From an optimization exercise on the open Yosys and OpenROAD flow, aimed at small area and a short achievable clock period; shortcuts taken in it are not production practice.
Only simulation tests tie the RTL to the original design; equivalence was not proved.
Power and IR drop assume default switching activity.

Design stream_minhash_sketcher, start of the top module:
module stream_minhash_sketcher #(
  parameter int unsigned SKETCH_SIZE         = 16,
  parameter int unsigned H1_WIDTH            = 32,
  parameter int unsigned H2_WIDTH            = 32,
  parameter int unsigned LOG2_NUM_OF_BUCKETS = 8,
  parameter int unsigned DEDUP               = 1,
  parameter int unsigned CNT_WIDTH           = 16
) (
  input  logic                                       clk,
  input  logic                                       reset_n,
  input  logic                                       in_valid,
  output logic                                       in_ready,
  input  logic [H1_WIDTH-1:0]                        in_h1,
  input  logic [H2_WIDTH-1:0]                        in_h2,
  input  logic                                       in_last,
  output logic                                       sketch_valid,
  input  logic                                       sketch_ready,
  output logic [SKETCH_SIZE*LOG2_NUM_OF_BUCKETS-1:0] sketch_bucket,
  output logic [SKETCH_SIZE*H1_WIDTH-1:0]            sketch_h1,
  output logic [$clog2(SKETCH_SIZE+1)-1:0]           sketch_count,
  output logic [CNT_WIDTH-1:0]                       kmer_count
);
For scale: ~4300 cells after synthesis, roughly 730 I/O pins.
==> module stream_minhash_sketcher, before the edit <==
module stream_minhash_sketcher #(
  parameter int unsigned SKETCH_SIZE         = 16,
  parameter int unsigned H1_WIDTH            = 32,
  parameter int unsigned H2_WIDTH            = 32,
  parameter int unsigned LOG2_NUM_OF_BUCKETS = 8,
  parameter int unsigned DEDUP               = 1,
  parameter int unsigned CNT_WIDTH           = 16
) (
  input  logic                                       clk,
  input  logic                                       reset_n,
  input  logic                                       in_valid,
  output logic                                       in_ready,
  input  logic [H1_WIDTH-1:0]                        in_h1,
  input  logic [H2_WIDTH-1:0]                        in_h2,
  input  logic                                       in_last,
  output logic                                       sketch_valid,
  input  logic                                       sketch_ready,
  output logic [SKETCH_SIZE*LOG2_NUM_OF_BUCKETS-1:0] sketch_bucket,
  output logic [SKETCH_SIZE*H1_WIDTH-1:0]            sketch_h1,
  output logic [$clog2(SKETCH_SIZE+1)-1:0]           sketch_count,
  output logic [CNT_WIDTH-1:0]                       kmer_count
);
  localparam int unsigned S  = SKETCH_SIZE;
  localparam int unsigned W  = H1_WIDTH;
  localparam int unsigned L  = LOG2_NUM_OF_BUCKETS;
  localparam int unsigned CW = $clog2(SKETCH_SIZE + 1);
  localparam int unsigned N  = W + L;        
  logic           started, done_q;
  logic           accept, clear, dup;
  logic [N-1:0]   ent_q [S];
  logic [N-1:0]   ent_d [S];
  logic [N-1:0]   nx_ent;
  logic [W-1:0]   xn;
  logic [S-1:0]   v_q, c_gt, eq;
  logic [S-1:0]   sel_new, sel_sh, sel_keep;
  logic [CNT_WIDTH-1:0] kmer_q;
  logic [CW-1:0]  count_q;
  always_ff @(posedge clk or negedge reset_n) begin
    if (!reset_n) started <= 1'b0;
    else          started <= 1'b1;
  end
  always_ff @(posedge clk or negedge reset_n) begin
    if (!reset_n)                 done_q <= 1'b0;
    else if (done_q)              done_q <= !sketch_ready;
    else if (in_valid && started) done_q <= in_last;
  end
  assign in_ready     = started & ~done_q;
  assign sketch_valid = done_q;
  assign accept       = in_valid & started & ~done_q;
  assign clear        = (done_q & sketch_ready) | ~started;
  assign nx_ent = clear ? {{L{1'b0}}, {W{1'b1}}} : {in_h2[L-1:0], in_h1};
  assign xn     = ~in_h1;
  logic [S-1:0] vn, c_lt, gtn, ltn;
  logic [3:0]   neq4;
  logic [S-1:0] gtp;
  logic         ndup;
  logic         acceptn, clearn;
  assign acceptn = ~accept;
  assign clearn  = ~clear;
  for (genvar g = 0; g < S; g++) begin : g_cmp
    assign v_q[g] = (count_q > CW'(g));
    assign vn[g]  = ~v_q[g];
    mh_cmp #(.W(W)) u_cmp (.q(ent_q[g][W-1:0]), .xn(xn), .gt(c_gt[g]), .lt(c_lt[g]));
    mh_nor2  u_gtn (.a(vn[g]), .b(c_gt[g]), .y(gtn[g]));
    mh_or2   u_gtp (.a(vn[g]), .b(c_gt[g]), .y(gtp[g]));
    mh_nand2 u_ltn (.a(v_q[g]), .b(c_lt[g]), .y(ltn[g]));
    mh_nor3  u_eq  (.a(vn[g]), .b(c_gt[g]), .c(c_lt[g]), .y(eq[g]));
  end
  for (genvar k = 0; k < 4; k++) begin : g_dup
    mh_nor4 u (.a(eq[4*k]), .b(eq[4*k+1]), .c(eq[4*k+2]), .d(eq[4*k+3]), .y(neq4[k]));
  end
  mh_nand4 u_dup  (.a(neq4[0]), .b(neq4[1]), .c(neq4[2]), .d(neq4[3]), .y(dup));
  mh_and4  u_ndup (.a(neq4[0]), .b(neq4[1]), .c(neq4[2]), .d(neq4[3]), .y(ndup));
  for (genvar g = 0; g < S; g++) begin : g_sel
    if (g == 0) begin : g_first
      mh_o21ai u_new (.a1(acceptn), .a2(gtn[0]), .b1(clearn), .y(sel_new[0]));
      assign sel_sh[0] = 1'b0;
      mh_inv   u_keep (.a(sel_new[0]), .y(sel_keep[0]));
    end else begin : g_rest
      mh_o31ai u_new (.a1(acceptn), .a2(ltn[g-1]), .a3(gtn[g]), .b1(clearn), .y(sel_new[g]));
      mh_nor3  u_sh  (.a(acceptn), .b(dup), .c(gtn[g-1]), .y(sel_sh[g]));
      mh_a31oi u_keep (.a1(accept), .a2(gtp[g]), .a3(ndup), .b1(clear), .y(sel_keep[g]));
    end
  end
  for (genvar g = 0; g < S; g++) begin : g_slot
    for (genvar b = 0; b < N; b++) begin : g_bit
      if (g == 0) begin : g_first
        mh_mux2 u_mux (.sa(sel_new[g]), .a(nx_ent[b]), .sb(sel_keep[g]), .b(ent_q[g][b]),
                       .y(ent_d[g][b]));
      end else begin : g_rest
        mh_mux3 u_mux (.sa(sel_new[g]), .a(nx_ent[b]), .sb(sel_sh[g]), .b(ent_q[g-1][b]),
                       .sc(sel_keep[g]), .c(ent_q[g][b]), .y(ent_d[g][b]));
      end
    end
  end
  always_ff @(posedge clk) begin
    for (int unsigned i = 0; i < S; i++) ent_q[i] <= ent_d[i];
  end
  always_ff @(posedge clk) begin
    if (clear)                       kmer_q <= '0;
    else if (accept && kmer_q != '1) kmer_q <= kmer_q + 1'b1;
  end
  logic          cnt_en, cnt_hold;
  logic [CW-1:0] cnt_inc, cnt_d;
  assign cnt_inc = count_q + 1'b1;
  mh_nor3 u_cnt_en   (.a(acceptn), .b(dup), .c(v_q[S-1]), .y(cnt_en));
  mh_nor2 u_cnt_hold (.a(cnt_en), .b(clear), .y(cnt_hold));
  for (genvar b = 0; b < CW; b++) begin : g_cnt
    mh_mux2 u_mux (.sa(cnt_en), .a(cnt_inc[b]), .sb(cnt_hold), .b(count_q[b]), .y(cnt_d[b]));
  end
  always_ff @(posedge clk) count_q <= cnt_d;
  assign sketch_count = count_q;
  for (genvar g = 0; g < S; g++) begin : g_pack
    assign sketch_h1[g*W +: W]     = ent_q[g][W-1:0];
    assign sketch_bucket[g*L +: L] = ent_q[g][W+L-1:W];
  end
  assign kmer_count = kmer_q;
endmodule
==> module mh_or2, before the edit <==
module mh_or2 (input logic a, b, output logic y);
  assign y = a | b;
endmodule
==> module mh_and4, before the edit <==
module mh_and4 (input logic a, b, c, d, output logic y);
  assign y = a & b & c & d;
endmodule
==> module mh_a31oi, before the edit <==
module mh_a31oi (input logic a1, a2, a3, b1, output logic y);
  assign y = ~((a1 & a2 & a3) | b1);
endmodule
Settings: LEC_CHECK=0, CAP_MARGIN=20, CORE_MARGIN=2, CORE_UTILIZATION=40, CTS_BUF_LIST=sky130_fd_sc_hd__clkbuf_4 sky130_fd_sc_hd__clkbuf_8, CTS_CLUSTER_DIAMETER=60, CTS_CLUSTER_SIZE=14, SETUP_SLACK_MARGIN=1.0, SLEW_MARGIN=20, SYNTH_HIERARCHICAL=1, SYNTH_MINIMUM_KEEP_SIZE=0; clock period 5.0 ns.
standard.sh (not shown) runs the stock make flow with config.mk's settings and CLKGATE_MAP_FILE= SYNTH_SCRIPT=/design/flow/synth_recipe.tcl, a recipe that flattens the netlist after the stock synthesis.
==> flow/flow/run.sh <==
#!/bin/bash
# The standard layout (standard.sh), with two changes: the smallest buffer on every input and
# output port instead of the default delay buffer, and ABC told to expect a light load on each
# gate output so that it does not upsize cells before placement (the resizer sizes them later
# from the real loads). Each tool's output goes to the ORFS logs under orfs/logs; make's own
# output goes to flow_make.log here.
set -euo pipefail
export BUFFER_PORTS_ARGS="-buffer_cell sky130_fd_sc_hd__buf_1"
bash standard.sh ABC_LOAD_IN_FF=1 finish > flow_make.log 2>&1
Then changed:
--- a/flow/design.v
+++ b/flow/design.v
@@ -50,38 +50,34 @@
   assign clear        = (done_q & sketch_ready) | ~started;
   assign nx_ent = clear ? {{L{1'b0}}, {W{1'b1}}} : {in_h2[L-1:0], in_h1};
   assign xn     = ~in_h1;
   logic [S-1:0] vn, c_lt, gtn, ltn;
   logic [3:0]   neq4;
-  logic [S-1:0] gtp;
-  logic         ndup;
   logic         acceptn, clearn;
   assign acceptn = ~accept;
   assign clearn  = ~clear;
   for (genvar g = 0; g < S; g++) begin : g_cmp
     assign v_q[g] = (count_q > CW'(g));
     assign vn[g]  = ~v_q[g];
     mh_cmp #(.W(W)) u_cmp (.q(ent_q[g][W-1:0]), .xn(xn), .gt(c_gt[g]), .lt(c_lt[g]));
     mh_nor2  u_gtn (.a(vn[g]), .b(c_gt[g]), .y(gtn[g]));
-    mh_or2   u_gtp (.a(vn[g]), .b(c_gt[g]), .y(gtp[g]));
     mh_nand2 u_ltn (.a(v_q[g]), .b(c_lt[g]), .y(ltn[g]));
     mh_nor3  u_eq  (.a(vn[g]), .b(c_gt[g]), .c(c_lt[g]), .y(eq[g]));
   end
   for (genvar k = 0; k < 4; k++) begin : g_dup
     mh_nor4 u (.a(eq[4*k]), .b(eq[4*k+1]), .c(eq[4*k+2]), .d(eq[4*k+3]), .y(neq4[k]));
   end
-  mh_nand4 u_dup  (.a(neq4[0]), .b(neq4[1]), .c(neq4[2]), .d(neq4[3]), .y(dup));
-  mh_and4  u_ndup (.a(neq4[0]), .b(neq4[1]), .c(neq4[2]), .d(neq4[3]), .y(ndup));
+  mh_nand4 u_dup (.a(neq4[0]), .b(neq4[1]), .c(neq4[2]), .d(neq4[3]), .y(dup));
   for (genvar g = 0; g < S; g++) begin : g_sel
     if (g == 0) begin : g_first
       mh_o21ai u_new (.a1(acceptn), .a2(gtn[0]), .b1(clearn), .y(sel_new[0]));
       assign sel_sh[0] = 1'b0;
       mh_inv   u_keep (.a(sel_new[0]), .y(sel_keep[0]));
     end else begin : g_rest
       mh_o31ai u_new (.a1(acceptn), .a2(ltn[g-1]), .a3(gtn[g]), .b1(clearn), .y(sel_new[g]));
       mh_nor3  u_sh  (.a(acceptn), .b(dup), .c(gtn[g-1]), .y(sel_sh[g]));
-      mh_a31oi u_keep (.a1(accept), .a2(gtp[g]), .a3(ndup), .b1(clear), .y(sel_keep[g]));
+      mh_nor2  u_keep (.a(sel_new[g]), .b(sel_sh[g]), .y(sel_keep[g]));
     end
   end
   for (genvar g = 0; g < S; g++) begin : g_slot
     for (genvar b = 0; b < N; b++) begin : g_bit
       if (g == 0) begin : g_first
@@ -98,19 +94,14 @@
   end
   always_ff @(posedge clk) begin
     if (clear)                       kmer_q <= '0;
     else if (accept && kmer_q != '1) kmer_q <= kmer_q + 1'b1;
   end
-  logic          cnt_en, cnt_hold;
-  logic [CW-1:0] cnt_inc, cnt_d;
-  assign cnt_inc = count_q + 1'b1;
-  mh_nor3 u_cnt_en   (.a(acceptn), .b(dup), .c(v_q[S-1]), .y(cnt_en));
-  mh_nor2 u_cnt_hold (.a(cnt_en), .b(clear), .y(cnt_hold));
-  for (genvar b = 0; b < CW; b++) begin : g_cnt
-    mh_mux2 u_mux (.sa(cnt_en), .a(cnt_inc[b]), .sb(cnt_hold), .b(count_q[b]), .y(cnt_d[b]));
-  end
-  always_ff @(posedge clk) count_q <= cnt_d;
+  always_ff @(posedge clk) begin
+    if (clear)                             count_q <= '0;
+    else if (accept && !dup && !v_q[S-1]) count_q <= count_q + 1'b1;
+  end
   assign sketch_count = count_q;
   for (genvar g = 0; g < S; g++) begin : g_pack
     assign sketch_h1[g*W +: W]     = ent_q[g][W-1:0];
     assign sketch_bucket[g*L +: L] = ent_q[g][W+L-1:W];
   end
@@ -203,19 +194,10 @@
   assign y = ~(a | b | c);
 endmodule
 module mh_nor4 (input logic a, b, c, d, output logic y);
   assign y = ~(a | b | c | d);
 endmodule
-module mh_or2 (input logic a, b, output logic y);
-  assign y = a | b;
-endmodule
-module mh_and4 (input logic a, b, c, d, output logic y);
-  assign y = a & b & c & d;
-endmodule
-module mh_a31oi (input logic a1, a2, a3, b1, output logic y);
-  assign y = ~((a1 & a2 & a3) | b1);
-endmodule
 module mh_nand4 (input logic a, b, c, d, output logic y);
   assign y = ~(a & b & c & d);
 endmodule
 module mh_o21ai (input logic a1, a2, b1, output logic y);
   assign y = ~((a1 | a2) & b1);
Effect: The changed run finished clean; cell area hardly moves; routed wire length climbs by a little under a tenth; hold slack gains 0.011 ns; non-clock buffer count climbs by 60; combinational power rose by a quarter to a third; synthesized area fell slightly; utilization climbs by 0.22 points; die area decreases slightly.

## separate check: timing with driven ports
Ports are ideal in the flow. The routed layouts listed here were re-timed in OpenROAD. Step 1: set_driving_cell puts a clkbuf_16 on clk and a buf_2 on each other input, an assumption about the parent block. Step 2 times the ports against the registers' clock, not the clock port: input delays grow and output delays shrink by t, the midpoint of the rising clock arrivals with the driver on. a / b / c = ideal ports / drivers / drivers and shift; a / b = the first two.
run | t, ns | setup slack, ns | latest minus earliest clock arrival (ns) | pins driven straight from the clock port
the first run | 0.761 | 1.124 / 1.162 / 0.401 | 0.052 / 0.052 | 1
the second run | 0.748 | 1.067 / 1.111 / 0.363 | 0.053 / 0.053 | 1
After both steps every run listed still meets setup and hold. For the first run, which loses most, drivers alone change the setup slack by +0.038 ns; drivers and shift together by -0.723 ns.
